Background: an optimization exercise with open tools, aiming at small area, a short achievable clock period and few clock cycles per item. Do not read the settings as production practice. RTL that was checked went through simulation tests only; none was proved equivalent to the original. No driver is modelled on the clock port, so clock power and skew are understated where the tree is cut down; a real chip needs a root buffer or a tree.

==> inputs of nickel <==
==> flow/design.v <==
`timescale 1ns/10ps
`default_nettype none
module wr_req_merge_top (
  input  wire                                        clk,
  input  wire                                        rst_n,
  input  wire [5-1:0]                    req_en,
  input  wire [5*32-1:0] req_data,
  output logic [5-1:0]                   req_avail_in,
  input  wire                                        avail_out,
  output logic                                       out_en,
  output logic [32-1:0]              out_data
);
  localparam int P = 5;
  localparam int DW = 32;
  localparam int BL = 4;
  logic [DW-1:0] slot [0:P*BL-1];
  logic [P*BL-1:0] v;         
  logic [P*BL-1:0] wp;        
  logic [P*BL-1:0] le;        
  logic [P*BL-1:0] rd;        
  logic [P-1:0] we;
  logic [P-1:0] full;        
  logic [P-1:0] almost;      
  logic av_r;
  logic active;               
  logic [P-1:0] cur;          
  logic [BL-1:0] widx;        
  logic [P*BL-1:0] sel;       
  logic [P-1:0] nxt;          
  logic nv;
  logic [P-1:0] rr;           
  logic [P-1:0] cand;
  logic [P-1:0] pick;
  logic any;
  logic [P-1:0] cand_idle;
  logic [P-1:0] pick_idle;
  logic any_idle;
  logic send;
  logic last;
  logic load;
  assign cand = full & ~(cur & {P{active}});
  assign any = |cand;
  assign cand_idle = full | (almost & req_en);
  assign any_idle = |cand_idle;
  function automatic logic [P-1:0] rr_pick(input logic [P-1:0] c, input logic [P-1:0] r);
    logic found;
    rr_pick = '0;
    found = 1'b0;
    for (int k = 0; k < P; k++) begin
      for (int i = 0; i < P; i++) begin
        if (r[k] && !found && c[(k + i) % P]) begin
          rr_pick[(k + i) % P] = 1'b1;
          found = 1'b1;
        end
      end
    end
  endfunction
  assign pick = rr_pick(cand, rr);
  assign pick_idle = rr_pick(cand_idle, rr);
  assign send = av_r && active;
  assign last = send && widx[BL-1];
  assign load = last || !active;
  for (genvar i = 0; i < P; i++) begin : gen_sel
    assign sel[BL*i +: BL] = widx & {BL{cur[i]}};
    assign rd[BL*i +: BL] = sel[BL*i +: BL] & {BL{send}};
  end
  always_ff @(posedge clk or negedge rst_n) begin
    if (!rst_n) begin
      av_r <= 1'b0;
      active <= 1'b0;
      cur <= '0;
      widx <= BL'(1);
      nxt <= '0;
      nv <= 1'b0;
      rr <= P'(1);
      out_en <= 1'b0;
    end else begin
      av_r <= avail_out;
      out_en <= send;
      if (!active) begin
        cur <= pick_idle;
        active <= any_idle;
        widx <= BL'(1);
      end else if (last) begin
        cur <= nv ? nxt : pick;
        active <= nv || any;
        widx <= BL'(1);
      end else if (send) begin
        widx <= {widx[BL-2:0], widx[BL-1]};
      end
      if (!load && !nv) begin
        nxt <= pick;
        nv <= any;
      end else if (load) begin
        nv <= 1'b0;
      end
      if (!active) begin
        if (any_idle) begin
          rr <= {pick_idle[P-2:0], pick_idle[P-1]};
        end
      end else if (!nv && any) begin
        rr <= {pick[P-2:0], pick[P-1]};
      end
    end
  end
  for (genvar i = 0; i < P; i++) begin : gen_client
    logic [BL-1:0] wpi;
    logic [BL-1:0] wpn;
    logic [BL-1:0] wpx;
    logic [BL-1:0] vn;
    logic [BL-1:0] len;
    assign wpi = wp[BL*i +: BL];
    assign wpn = {wpi[BL-2:0], wpi[BL-1]};
    assign we[i] = req_en[i];
    assign vn = (v[BL*i +: BL] & ~rd[BL*i +: BL]) | (wpi & {BL{we[i]}});
    assign wpx = we[i] ? wpn : wpi;
    assign len = wpx & ~vn;
    assign le[BL*i +: BL] = wpi & ~v[BL*i +: BL];
    for (genvar j = 0; j < BL; j++) begin : gen_slot
      always_ff @(posedge clk) begin
        if (le[BL*i+j]) begin
          slot[BL*i+j] <= req_data[DW*i +: DW];
        end
      end
    end
    always_ff @(posedge clk or negedge rst_n) begin
      if (!rst_n) begin
        v[BL*i +: BL] <= '0;
        full[i] <= 1'b0;
        almost[i] <= 1'b0;
        wp[BL*i +: BL] <= BL'(1);
        req_avail_in[i] <= 1'b0;
      end else begin
        v[BL*i +: BL] <= vn;
        full[i] <= &vn;
        almost[i] <= (&(vn | len)) && (|len);
        wp[BL*i +: BL] <= wpx;
        req_avail_in[i] <= |(wpx & ~vn);
      end
    end
  end
  always_ff @(posedge clk) begin
    logic [DW-1:0] d;
    d = '0;
    for (int k = 0; k < P*BL; k++) begin
      d = d | (slot[k] & {DW{sel[k]}});
    end
    out_data <= d;
  end
endmodule
`default_nettype wire
==> flow/flow/run.sh <==
#!/bin/bash
set -euo pipefail
here=$(cd "$(dirname "${BASH_SOURCE[0]}")" && pwd)
export CTS_ARGS="-sink_clustering_enable -repair_clock_nets -dont_use_dummy_load -sink_clustering_size 30 -sink_clustering_max_diameter 60 -buf_list sky130_fd_sc_hd__clkbuf_16"
export POST_CTS_TCL="$here/collapse_root.tcl"
export BUFFER_PORTS_ARGS="-buffer_cell sky130_fd_sc_hd__buf_2"
bash standard.sh > standard_flow.log 2>&1
==> flow/flow/collapse_root.tcl <==
set block [ord::get_db_block]
set clk_net [[$block findBTerm clk] getNet]
set loads {}
foreach it [$clk_net getITerms] {
  if {[[$it getMTerm] getIoType] eq "INPUT"} { lappend loads $it }
}
if {[llength $loads] == 1} {
  set root [[lindex $loads 0] getInst]
  set root_net ""
  foreach it [$root getITerms] {
    if {[[$it getMTerm] getIoType] eq "OUTPUT"} { set root_net [$it getNet] }
  }
  set outs {}
  foreach it [$root_net getITerms] {
    if {[[$it getMTerm] getIoType] eq "INPUT"} { lappend outs $it }
  }
  if {[string match *clkbuf* [[$root getMaster] getName]] && [llength $outs] <= 4} {
    puts "collapse_root: [$root getName] drove [llength $outs] cells; the clock port drives them now"
    foreach it $outs {
      $it disconnect
      $it connect $clk_net
    }
    odb::dbInst_destroy $root
    odb::dbNet_destroy $root_net
  } else {
    puts "collapse_root: root [$root getName] drives [llength $outs] cells; tree kept"
  }
}
==> flow/standard.sh <==
#!/bin/bash
# synth_recipe.tcl (not shown) runs the flow's synth.tcl, then flattens the netlist and writes it again
# the make line also repeats each setting of config.mk as NAME=value (left out here)
make -C /OpenROAD-flow-scripts/flow DESIGN_CONFIG=/design/flow/config.mk WORK_HOME=/design/flow/orfs CLKGATE_MAP_FILE= SYNTH_SCRIPT=/design/flow/synth_recipe.tcl "${@:-finish}"
==> flow/config.mk <==
export PLATFORM = sky130hd
export DESIGN_NAME = wr_req_merge_top
export DESIGN_NICKNAME = wr_req_merge_top
export VERILOG_FILES = /design/flow/design.v
export SDC_FILE = /design/flow/constraint.sdc
export NUM_CORES = 4
export LEC_CHECK = 0
export CAP_MARGIN = 20
export CORE_MARGIN = 2
export CORE_UTILIZATION = 70
export SETUP_SLACK_MARGIN = 3.5
export SLEW_MARGIN = 20
==> flow/constraint.sdc <==
create_clock -name core_clock -period 5.5 [get_ports {clk}]
set_input_delay 1.1000 -clock core_clock [delete_from_list [all_inputs] [get_ports {clk}]]
set_output_delay 1.1000 -clock core_clock [all_outputs]
set_load 0.01 [all_outputs]
==> violet (differences from nickel) <==
==> flow/design.v (replaced) <==
`timescale 1ns/10ps
`default_nettype none
module wr_req_merge_top (
  input  wire                                        clk,
  input  wire                                        rst_n,
  input  wire [5-1:0]                    req_en,
  input  wire [5*32-1:0] req_data,
  output logic [5-1:0]                   req_avail_in,
  input  wire                                        avail_out,
  output logic                                       out_en,
  output logic [32-1:0]              out_data
);
  localparam int P = 5;
  localparam int DW = 32;
  localparam int BL = 4;
  logic [DW-1:0] slot [0:P*BL-1];
  logic [P*3-1:0] cnt;        
  logic [P*2-1:0] wp;         
  logic [P*BL-1:0] le;        
  logic [P-1:0] we;
  logic [P-1:0] full;
  logic av_r;
  logic active;               
  logic [P-1:0] cur;          
  logic [BL-1:0] widx;        
  logic [P*BL-1:0] sel;       
  logic [P-1:0] nxt;          
  logic nv;
  logic [P-1:0] rr;           
  logic [P-1:0] cand;
  logic [P-1:0] pick;
  logic any;
  logic [P-1:0] almost;       
  logic [P-1:0] cand_idle;
  logic [P-1:0] pick_idle;
  logic send;
  logic last;
  logic load;
  assign cand = full & ~(cur & {P{active}}) & ~(nxt & {P{nv}});
  assign any = |cand;
  assign cand_idle = full | (almost & req_en);
  always_comb begin
    pick_idle = '0;
    for (int i = P - 1; i >= 0; i--) begin
      if (cand_idle[i]) begin
        pick_idle = '0;
        pick_idle[i] = 1'b1;
      end
    end
  end
  always_comb begin
    logic found;
    pick = '0;
    found = 1'b0;
    for (int k = 0; k < P; k++) begin
      for (int i = 0; i < P; i++) begin
        if (rr[k] && !found && cand[(k + i) % P]) begin
          pick[(k + i) % P] = 1'b1;
          found = 1'b1;
        end
      end
    end
  end
  assign send = av_r && active;
  assign last = send && widx[BL-1];
  assign load = last || !active;
  for (genvar i = 0; i < P; i++) begin : gen_sel
    assign sel[BL*i +: BL] = widx & {BL{cur[i]}};
  end
  always_ff @(posedge clk or negedge rst_n) begin
    if (!rst_n) begin
      av_r <= 1'b0;
      active <= 1'b0;
      cur <= '0;
      widx <= BL'(1);
      nxt <= '0;
      nv <= 1'b0;
      rr <= P'(1);
      out_en <= 1'b0;
    end else begin
      av_r <= avail_out;
      out_en <= send;
      if (!active) begin
        cur <= pick_idle;
        active <= |cand_idle;
        widx <= BL'(1);
      end else if (last) begin
        cur <= nv ? nxt : pick;
        active <= nv || any;
        widx <= BL'(1);
      end else if (send) begin
        widx <= {widx[BL-2:0], widx[BL-1]};
      end
      if (!load && !nv) begin
        nxt <= pick;
        nv <= any;
      end else if (load) begin
        nv <= 1'b0;
      end
      if (active && !nv && any) begin
        rr <= {pick[P-2:0], pick[P-1]};
      end
    end
  end
  for (genvar i = 0; i < P; i++) begin : gen_client
    logic [1:0] wpi;
    logic [1:0] wpx;
    logic [2:0] ci;
    logic rdi;
    logic fulln;
    assign wpi = wp[2*i +: 2];
    assign ci = cnt[3*i +: 3];
    assign we[i] = req_en[i];
    assign rdi = send && cur[i];
    assign wpx = wpi + {1'b0, we[i]};
    assign fulln = !rdi && (we[i] ? (ci == 3'd3) : ci[2]);
    assign full[i] = ci[2];
    assign almost[i] = (ci == 3'd3);
    for (genvar j = 0; j < BL; j++) begin : gen_le
      assign le[BL*i+j] = (wpi == 2'(j)) && !ci[2];
    end
    for (genvar j = 0; j < BL; j++) begin : gen_slot
      always_ff @(posedge clk) begin
        if (le[BL*i+j]) begin
          slot[BL*i+j] <= req_data[DW*i +: DW];
        end
      end
    end
    always_ff @(posedge clk or negedge rst_n) begin
      if (!rst_n) begin
        cnt[3*i +: 3] <= '0;
        wp[2*i +: 2] <= '0;
        req_avail_in[i] <= 1'b0;
      end else begin
        if (we[i] && !rdi) begin
          cnt[3*i +: 3] <= ci + 3'd1;
        end else if (rdi && !we[i]) begin
          cnt[3*i +: 3] <= ci - 3'd1;
        end
        wp[2*i +: 2] <= wpx;
        req_avail_in[i] <= !fulln;
      end
    end
  end
  always_ff @(posedge clk) begin
    logic [DW-1:0] d;
    d = '0;
    for (int k = 0; k < P*BL; k++) begin
      d = d | (slot[k] & {DW{sel[k]}});
    end
    out_data <= d;
  end
endmodule
`default_nettype wire
==> flow/flow/run.sh (replaced) <==
#!/bin/bash
set -euo pipefail
here=$(cd "$(dirname "${BASH_SOURCE[0]}")" && pwd)
export CTS_ARGS="-sink_clustering_enable -repair_clock_nets -dont_use_dummy_load -sink_clustering_size 30 -sink_clustering_max_diameter 60 -buf_list sky130_fd_sc_hd__clkbuf_16"
export POST_CTS_TCL="$here/collapse_root.tcl"
export BUFFER_PORTS_ARGS="-buffer_cell sky130_fd_sc_hd__buf_1"
bash standard.sh > standard_flow.log 2>&1
--- a/flow/config.mk
+++ b/flow/config.mk
@@ -9,4 +9,4 @@
 export CORE_MARGIN = 2
 export CORE_UTILIZATION = 70
-export SETUP_SLACK_MARGIN = 3.5
+export SETUP_SLACK_MARGIN = 3.55
 export SLEW_MARGIN = 20
==> cedar (differences from nickel) <==
==> flow/design.v (replaced) <==
`timescale 1ns/10ps
`default_nettype none
module wr_req_merge_top (
  input  wire                                        clk,
  input  wire                                        rst_n,
  input  wire [5-1:0]                    req_en,
  input  wire [5*32-1:0] req_data,
  output logic [5-1:0]                   req_avail_in,
  input  wire                                        avail_out,
  output logic                                       out_en,
  output logic [32-1:0]              out_data
);
  localparam int P = 5;
  localparam int DW = 32;
  localparam int BL = 4;
  logic [DW-1:0] slot [0:P*BL-1];
  logic [P*BL-1:0] v;         
  logic [P*BL-1:0] wp;        
  logic [P*BL-1:0] rd;        
  logic [P-1:0] we;
  logic [P-1:0] full;
  logic av_r;
  logic active;
  logic [P-1:0] cur;
  logic [BL-1:0] widx;
  logic [P*BL-1:0] sel;       
  logic [P-1:0] nxt;
  logic nv;
  logic [P-1:0] rr;           
  logic send;
  logic last;
  logic load;
  assign send = av_r && active;
  assign last = send && widx[BL-1];
  assign load = last || !active;
  for (genvar i = 0; i < P; i++) begin : gen_rd
    assign rd[BL*i +: BL] = widx & {BL{send && cur[i]}};
  end
  for (genvar i = 0; i < P; i++) begin : gen_client
    logic [BL-1:0] wpi;
    logic [BL-1:0] wpn;
    logic [BL-1:0] fr;
    logic [BL-1:0] vn;
    logic le_any;
    assign wpi = wp[BL*i +: BL];
    assign wpn = {wpi[BL-2:0], wpi[BL-1]};
    assign fr = ~v[BL*i +: BL] | rd[BL*i +: BL];
    assign le_any = |(wpi & ~v[BL*i +: BL]);
    assign we[i] = req_en[i] && le_any;
    assign vn = (v[BL*i +: BL] & ~rd[BL*i +: BL]) | (wpi & {BL{we[i]}});
    for (genvar j = 0; j < BL; j++) begin : gen_slot
      always_ff @(posedge clk) begin
        if (wpi[j] && !v[BL*i+j]) begin
          slot[BL*i+j] <= req_data[DW*i +: DW];
        end
      end
    end
    always_ff @(posedge clk or negedge rst_n) begin
      if (!rst_n) begin
        v[BL*i +: BL] <= '0;
        full[i] <= 1'b0;
        wp[BL*i +: BL] <= BL'(1);
        req_avail_in[i] <= 1'b0;
      end else begin
        v[BL*i +: BL] <= vn;
        full[i] <= &vn;
        if (we[i]) begin
          wp[BL*i +: BL] <= wpn;
          req_avail_in[i] <= |(wpn & fr);
        end else begin
          req_avail_in[i] <= |(wpi & fr);
        end
      end
    end
  end
  logic [P-1:0] cand;
  logic [P-1:0] pick;
  assign cand = full & ~(cur & {P{active}}) & ~(nxt & {P{nv}});
  always_comb begin
    logic [2*P-1:0] dbl;
    logic [2*P-1:0] rq;
    logic found;
    pick = '0;
    found = 1'b0;
    for (int k = 0; k < P; k++) begin
      for (int i = 0; i < P; i++) begin
        if (rr[k] && !found && cand[(k + i) % P]) begin
          pick[(k + i) % P] = 1'b1;
          found = 1'b1;
        end
      end
    end
  end
  always_ff @(posedge clk or negedge rst_n) begin
    if (!rst_n) begin
      av_r <= 1'b0;
      active <= 1'b0;
      cur <= '0;
      widx <= BL'(1);
      sel <= '0;
      nxt <= '0;
      nv <= 1'b0;
      rr <= P'(1);
      out_en <= 1'b0;
    end else begin
      av_r <= avail_out;
      out_en <= send;
      if (load) begin
        cur <= nv ? nxt : pick;
        active <= nv || (|cand);
        widx <= BL'(1);
        for (int i = 0; i < P; i++) begin
          sel[BL*i +: BL] <= {BL{nv ? nxt[i] : pick[i]}} & BL'(1);
        end
      end else if (send) begin
        widx <= {widx[BL-2:0], widx[BL-1]};
        for (int i = 0; i < P; i++) begin
          sel[BL*i +: BL] <= {BL{cur[i]}} & {widx[BL-2:0], widx[BL-1]};
        end
      end
      if (load != nv) begin
        nxt <= pick;
        nv <= |cand;
      end else if (load) begin
        nv <= 1'b0;
      end
      if ((load || !nv) && (|cand)) begin
        rr <= {pick[P-2:0], pick[P-1]};
      end
    end
  end
  always_ff @(posedge clk) begin
    logic [DW-1:0] d;
    d = '0;
    for (int k = 0; k < P*BL; k++) begin
      d = d | (slot[k] & {DW{sel[k]}});
    end
    out_data <= d;
  end
endmodule
`default_nettype wire
==> flow/run.sh (new file) <==
#!/bin/bash
# synth_recipe.tcl (not shown) runs the flow's synth.tcl, then flattens the netlist and writes it again
# the make line also repeats each setting of config.mk as NAME=value (left out here)
make -C /OpenROAD-flow-scripts/flow DESIGN_CONFIG=/design/flow/config.mk WORK_HOME=/design/flow/orfs CLKGATE_MAP_FILE= SYNTH_SCRIPT=/design/flow/synth_recipe.tcl finish
--- a/flow/config.mk
+++ b/flow/config.mk
@@ -8,5 +8,7 @@
 export CAP_MARGIN = 20
 export CORE_MARGIN = 2
-export CORE_UTILIZATION = 70
-export SETUP_SLACK_MARGIN = 3.5
+export CORE_UTILIZATION = 75
+export CTS_BUF_LIST = sky130_fd_sc_hd__clkbuf_8 sky130_fd_sc_hd__clkbuf_16
+export CTS_CLUSTER_SIZE = 30
+export SETUP_SLACK_MARGIN = 4.0
 export SLEW_MARGIN = 20
removed: flow/flow/run.sh
removed: flow/flow/collapse_root.tcl
removed: flow/standard.sh
==> summary of the runs <==
- Between cedar and violet, the lower synthesized cell count is in violet (gap about 9%, measured against violet).
- Against nickel, the non-clock buffer count of violet is lower by 58.
- Sequential cell count: violet is lower than nickel (25).
- violet finished with timing, DRC and antenna clean. nickel went through all stages and came out clean. cedar failed in clock tree synthesis on DPL-0033.
- Design area: violet is lower than nickel (about 7%).
- In violet the first-iteration DRC count is lower than in nickel, by 20%.
- Between nickel and violet, the lower die area is in violet (gap about 3.5%, measured against violet).
- Of violet and nickel, nickel has the higher critical path depth (gap 6).
- Of violet and nickel, violet has the higher setup slack (gap 0.26 ns).
Testbench counts of violet, summed over its fixed seeds: cycles 11,814, items 9,752.
Testbench counts of cedar, summed over its fixed seeds: cycles 11,987, items 9,752.
Only the layout flow was run in nickel; the RTL was not checked for function there.

## re-timing with driven ports
The flow's constraints put no driver on any port. The routed layouts listed below were extracted and timed again, unchanged, in two steps. Step 1 sets driving cells, clkbuf_16 on the clock port and buf_2 on the other inputs (assumed; they add their load-dependent delay and slew). Step 2, shift: input delay + t, output delay - t, t = (earliest + latest rising clock arrival at the registers) / 2. This alone moves slack from input paths to output paths. a / b / c = ideal ports / drivers / drivers and shift; a / b = the first two.
| run | t, ns | setup slack, ns | worst register clock-pin slew, ns |
|---|---|---|---|
| nickel | 0.503 | 3.258 / 3.336 / 2.833 | 0.11 / 0.11 |
| violet | 0.483 | 3.518 / 3.401 / 3.179 | 0.10 / 0.10 |
After both steps every run listed still meets setup and hold. The setup slack of nickel, which loses most, moves by +0.078 ns with the drivers and by -0.425 ns with both steps.
